From an optimization exercise on the open Yosys and OpenROAD flow, aimed at small area; shortcuts taken in it are not production practice. Only simulation tests tie the RTL to the original design; equivalence was not proved. Power and IR drop assume default switching activity.

== try-ember ==
==> flow/design.v <==
package cpu_pkg;
    typedef logic signed [16-1:0] word_t;
    typedef logic [12-1:0] pc_t;
    typedef logic [16-1:0] instr_t;
    typedef logic [4-1:0] reg_addr_t;
    typedef logic [12-1:0] data_addr_t;
    typedef enum logic [2:0] {
        st_fetch,
        st_fetch_wait,
        st_execute,
        st_mem,
        st_mem_wait,
        st_halt
    } ctrl_state_t;
endpackage
`timescale 1ns/10ps
module cpu_top (
    input  logic                clk,
    input  logic                rst_n,
    output logic                fetch_req,
    output cpu_pkg::pc_t        fetch_addr,
    input  logic                fetch_valid,
    input  cpu_pkg::instr_t     fetch_instr,
    output logic                mem_rd_req,
    output logic                mem_wr_req,
    output cpu_pkg::data_addr_t mem_addr,
    output cpu_pkg::word_t      mem_wdata,
    input  logic                mem_rvalid,
    input  cpu_pkg::word_t      mem_rdata,
    input  logic                mem_wack,
    output logic                retire,
    output logic                halted
);
    localparam logic [2:0] S_CLR  = 3'd0;    
    localparam logic [2:0] S_F    = 3'd1;    
    localparam logic [2:0] S_FW   = 3'd2;    
    localparam logic [2:0] S_E1   = 3'd3;    
    localparam logic [2:0] S_E2   = 3'd4;    
    localparam logic [2:0] S_W    = 3'd5;    
    localparam logic [2:0] S_LW   = 3'd6;    
    localparam logic [2:0] S_HALT = 3'd7;
    logic [3:0] ph;
    logic [2:0] state;
    logic [2:0] state_next;
    logic       dpend;        
    logic       ir_ok;        
    logic       ir_rdy;       
    logic [15:0] ir;
    logic ph0, ph15;
    assign ph0  = (ph == 4'd0);
    assign ph15 = (ph == 4'd15);
    always_ff @(posedge clk or negedge rst_n) begin
        if (!rst_n) ph <= 4'd0;
        else        ph <= ph + 4'd1;
    end
    logic is_jmp, is_beq, is_mem, is_load, is_store, is_alu, is_sub, is_mul, is_slt;
    assign is_jmp   = ir[15] && !ir[13];
    assign is_beq   = ir[15] && ir[13];
    assign is_mem   = !ir[15] && ir[14];
    assign is_load  = is_mem && ir[13];
    assign is_store = is_mem && !ir[13];
    assign is_alu   = !ir[15] && !ir[14];
    assign is_sub   = (ir[13] == ir[0]);
    assign is_mul   = ir[13] && !ir[0];
    assign is_slt   = ir[13] && ir[0];
    logic in_clr, in_f, in_fw, in_e1, in_e2, in_w, in_lw, in_halt;
    assign in_clr  = (state == S_CLR);
    assign in_f    = (state == S_F);
    assign in_fw   = (state == S_FW);
    assign in_e1   = (state == S_E1);
    assign in_e2   = (state == S_E2);
    assign in_w    = (state == S_W);
    assign in_lw   = (state == S_LW);
    assign in_halt = (state == S_HALT);
    logic [15:0] rb0;         
    logic        rs_bit, rt_bit;
    logic        we_any;
    logic        wbit;
    logic [3:0]  wsel;
    assign rs_bit = rb0[ir[12:9]];
    assign rt_bit = rb0[ir[8:5]];
    assign wsel   = ir[14] ? ir[8:5] : ir[4:1];
    for (genvar r = 0; r < 16; r++) begin : g_ring
        logic        we_r;
        logic [15:0] q;
        assign we_r   = in_clr || (we_any && (wsel == 4'(r)));
        assign rb0[r] = q[0];
        always_ff @(posedge clk) begin
            q <= {(we_r ? wbit : q[0]), q[15:1]};
        end
    end
    logic [15:0] pcq;
    logic        pc_we;
    logic        pc_wbit;
    logic        pc_bit;
    assign pc_bit     = pcq[0];
    assign fetch_addr = pcq[11:0];
    always_ff @(posedge clk) begin
        pcq <= {(pc_we ? pc_wbit : pcq[0]), pcq[15:1]};
    end
    logic imm_bit;
    logic jt_bit;
    logic [15:0] jvec;
    assign imm_bit = ph[3] || ph[2] ? ir[4] : ir[ph[1:0]];
    assign jvec    = {ir[12:9], ir[12:1]};
    assign jt_bit  = jvec[ph];
    logic c;
    logic add_a, add_b, cin0, cin, sum, cout;
    assign add_a = (in_f || in_e2) ? pc_bit : rs_bit;
    assign add_b = in_f ? 1'b0 : ((in_e2 || is_mem) ? imm_bit : (rt_bit ^ is_sub));
    assign cin0  = in_f || (is_alu && is_sub && !in_e2);
    assign cin   = ph0 ? cin0 : c;
    assign sum   = add_a ^ add_b ^ cin;
    assign cout  = (add_a & add_b) | (add_a & cin) | (add_b & cin);
    always_ff @(posedge clk) begin
        c <= cout;
    end
    logic flag;
    logic eqbit;
    logic lt;
    assign eqbit = (rs_bit == rt_bit);
    assign lt    = (rs_bit != rt_bit) ? rs_bit : sum;
    always_ff @(posedge clk) begin
        if (in_e1) flag <= is_beq ? ((ph0 || flag) && eqbit) : lt;
    end
    logic [15:0] tq;
    logic        tshift;
    logic        tin;
    assign tshift = !(in_e2 || in_lw || (in_e1 && is_load && ph[3] && ph[2]));
    assign tin    = rt_bit && !is_load;
    always_ff @(posedge clk) begin
        if (mem_rvalid || tshift)
            tq <= {tin, tq[15:1]} | ({16{mem_rvalid}} & mem_rdata);
    end
    assign mem_wdata = {tq[4:0], tq[15:5]};
    logic [14:0] acc;
    logic [14:0] mp;
    logic        mb;
    assign mb = rs_bit && in_e2;
    logic [15:0] mc;
    assign mc[0] = 1'b0;
    for (genvar i = 0; i < 15; i++) begin : g_madd
        logic pp;
        assign pp      = mb && tq[i];
        assign mp[i]   = acc[i] ^ pp ^ mc[i];
        assign mc[i+1] = (acc[i] && pp) || (mc[i] && (acc[i] ^ pp));
    end
    always_ff @(posedge clk) begin
        acc <= {((in_e1 && is_mem) ? sum : (mb && tq[15])), mp[14:1]};
    end
    assign mem_addr = {sum, acc[14:4]};
    assign we_any = (in_e1 && is_alu && !ir[13])
                 || (in_e2 && is_alu)
                 || in_w;
    assign wbit   = in_clr ? 1'b0
                  : in_w   ? tq[0]
                  : in_e2  ? (ir[0] ? (ph0 && flag) : mp[0])
                  : sum;
    assign pc_we   = in_clr || in_f || (in_e1 && is_jmp) || (in_e2 && is_beq);
    assign pc_wbit = in_clr ? 1'b0 : (in_e1 ? jt_bit : sum);
    logic go;
    assign go = ir_rdy && !(is_mem && dpend);
    always_comb begin
        state_next = state;
        case (state)
            S_CLR:  if (ph15) state_next = S_F;
            S_F: begin
                if (ph0 && pcq[11]) state_next = S_HALT;
                else if (ph15)      state_next = go ? S_E1 : S_FW;
            end
            S_FW:   if (ph15 && go) state_next = S_E1;
            S_E1: begin
                if (ph15) begin
                    if (is_load)                              state_next = (dpend && !mem_rvalid) ? S_LW : S_W;
                    else if (is_alu && ir[13])                state_next = S_E2;
                    else if (is_beq && flag && eqbit)         state_next = S_E2;
                    else                                      state_next = S_F;
                end
            end
            S_E2:   if (ph15) state_next = S_F;
            S_W:    if (ph15) state_next = S_F;
            S_LW:   if (ph15 && (!dpend || mem_rvalid)) state_next = S_W;
            default: state_next = S_HALT;
        endcase
    end
    always_ff @(posedge clk or negedge rst_n) begin
        if (!rst_n) begin
            state   <= S_CLR;
            dpend   <= 1'b0;
        end else begin
            state <= state_next;
            if (mem_rd_req || mem_wr_req)       dpend <= 1'b1;
            else if (mem_rvalid || mem_wack)    dpend <= 1'b0;
        end
    end
    always_ff @(posedge clk) begin
        if (fetch_valid) ir <= fetch_instr;
        if (fetch_req)        ir_ok <= 1'b0;
        else if (fetch_valid) ir_ok <= 1'b1;
        if (ph == 4'd10)      ir_rdy <= ir_ok;
    end
    assign fetch_req  = in_f && ph0 && !pcq[11];
    assign mem_rd_req = in_e1 && is_load && (ph == 4'd11);
    assign mem_wr_req = in_e1 && is_store && (ph == 4'd11);
    assign retire     = ph15 && (in_e1 || in_e2 || in_w) && (state_next == S_F);
    assign halted     = in_halt && !dpend;
endmodule
==> flow/config.mk <==
export PLATFORM = sky130hd
export DESIGN_NAME = cpu_top
export DESIGN_NICKNAME = cpu_top
export VERILOG_FILES = /design/flow/design.v
export SDC_FILE = /design/flow/constraint.sdc
export NUM_CORES = 4
export LEC_CHECK = 0
export CAP_MARGIN = 20
export CORE_MARGIN = 2
export CORE_UTILIZATION = 70
export PLACE_DENSITY = 0.9
export SLEW_MARGIN = 20
==> flow/constraint.sdc <==
create_clock -name core_clock -period 10.0 [get_ports {clk}]
set_input_delay 2.0000 -clock core_clock [delete_from_list [all_inputs] [get_ports {clk}]]
set_output_delay 2.0000 -clock core_clock [all_outputs]
set_load 0.01 [all_outputs]
standard.sh (not shown) runs the stock make flow with config.mk's settings and CLKGATE_MAP_FILE= SYNTH_SCRIPT=/design/flow/synth_recipe.tcl, a recipe that flattens the netlist after the stock synthesis.
==> flow/flow/run.sh <==
#!/bin/bash
# Standard ORFS layout, with plain buf_1 port buffers and a lighter clock tree
# (small clock buffers, no CTS dummy loads).
set -euo pipefail
export BUFFER_PORTS_ARGS="-buffer_cell sky130_fd_sc_hd__buf_1"
export CTS_ARGS="-sink_clustering_enable -repair_clock_nets -dont_use_dummy_load -buf_list sky130_fd_sc_hd__clkbuf_4 -sink_clustering_size 12 -sink_clustering_max_diameter 40"
bash standard.sh > flow.log 2>&1
try-ember finished end to end and its layout was clean on timing, DRC and antenna.
Inputs modified between try-ember and try-lagoon:
diff --git a/flow/flow/run.sh b/flow/flow/run.sh
--- a/flow/flow/run.sh
+++ b/flow/flow/run.sh
@@ -6 +6 @@
-export CTS_ARGS="-sink_clustering_enable -repair_clock_nets -dont_use_dummy_load -buf_list sky130_fd_sc_hd__clkbuf_4 -sink_clustering_size 12 -sink_clustering_max_diameter 40"
+export CTS_ARGS="-sink_clustering_enable -repair_clock_nets -dont_use_dummy_load -buf_list sky130_fd_sc_hd__clkbuf_4 -sink_clustering_size 13 -sink_clustering_max_diameter 30"
==> notes.md <==
- Diff try-ember -> try-lagoon: global-route wire length before repair -about 1.2%, share of the cycle needed by the critical path after routing ~0 delta, fmax ~0 delta.
- try-ember was smaller in final cell area than try-lagoon.
[inputs] try-zinc vs try-lagoon
- PLACE_DENSITY: 0.9 -> 0.85
- CORE_UTILIZATION: 70 -> 65
diff --git a/flow/flow/run.sh b/flow/flow/run.sh
--- a/flow/flow/run.sh
+++ b/flow/flow/run.sh
@@ -6 +6 @@
-export CTS_ARGS="-sink_clustering_enable -repair_clock_nets -dont_use_dummy_load -buf_list sky130_fd_sc_hd__clkbuf_4 -sink_clustering_size 13 -sink_clustering_max_diameter 30"
+export CTS_ARGS="-sink_clustering_enable -repair_clock_nets -dont_use_dummy_load -buf_list sky130_fd_sc_hd__clkbuf_4 -sink_clustering_size 12 -sink_clustering_max_diameter 35"
## What came out
- The setup slack of try-zinc is larger than that of try-lagoon.
- Diff try-lagoon -> try-zinc | via count of the first global-routing pass | down by a few percent
- Diff try-zinc..try-lagoon | internal power consumption | negligible
- Cell area essentially unchanged between try-zinc and try-lagoon.
- try-zinc ends up with a via count that is about 2.4% lower than in try-lagoon.

-- afterwards: timing with drivers on the ports --
No port has a modelled driver above. Below, the same layouts with a new extraction and two added sets of constraints. Step 1 assumes that a clkbuf_16 drives the clock port and a buf_2 every other input. Step 2 moves the port delays by t, midway between the first and last clock arrival at a register: inputs arrive t later, outputs are due t later. That takes back most of the time a late clock gives input paths. Slacks: ideal ports / drivers / drivers and shift; pairs: ideal ports / drivers.
run | t, ns | setup WS [ns] | worst hold slack (ns) | worst register clock-pin slew, ns
try-ember | 0.633 | 2.329 / 2.329 / 2.329 | 0.304 / 0.304 / 0.304 | 0.12 / 0.12
try-lagoon | 0.640 | 2.343 / 2.343 / 2.343 | 0.260 / 0.260 / 0.260 | 0.12 / 0.12
try-zinc | 0.629 | 2.356 / 2.356 / 2.356 | 0.271 / 0.271 / 0.271 | 0.12 / 0.12
After both steps setup and hold are still met in every run listed.
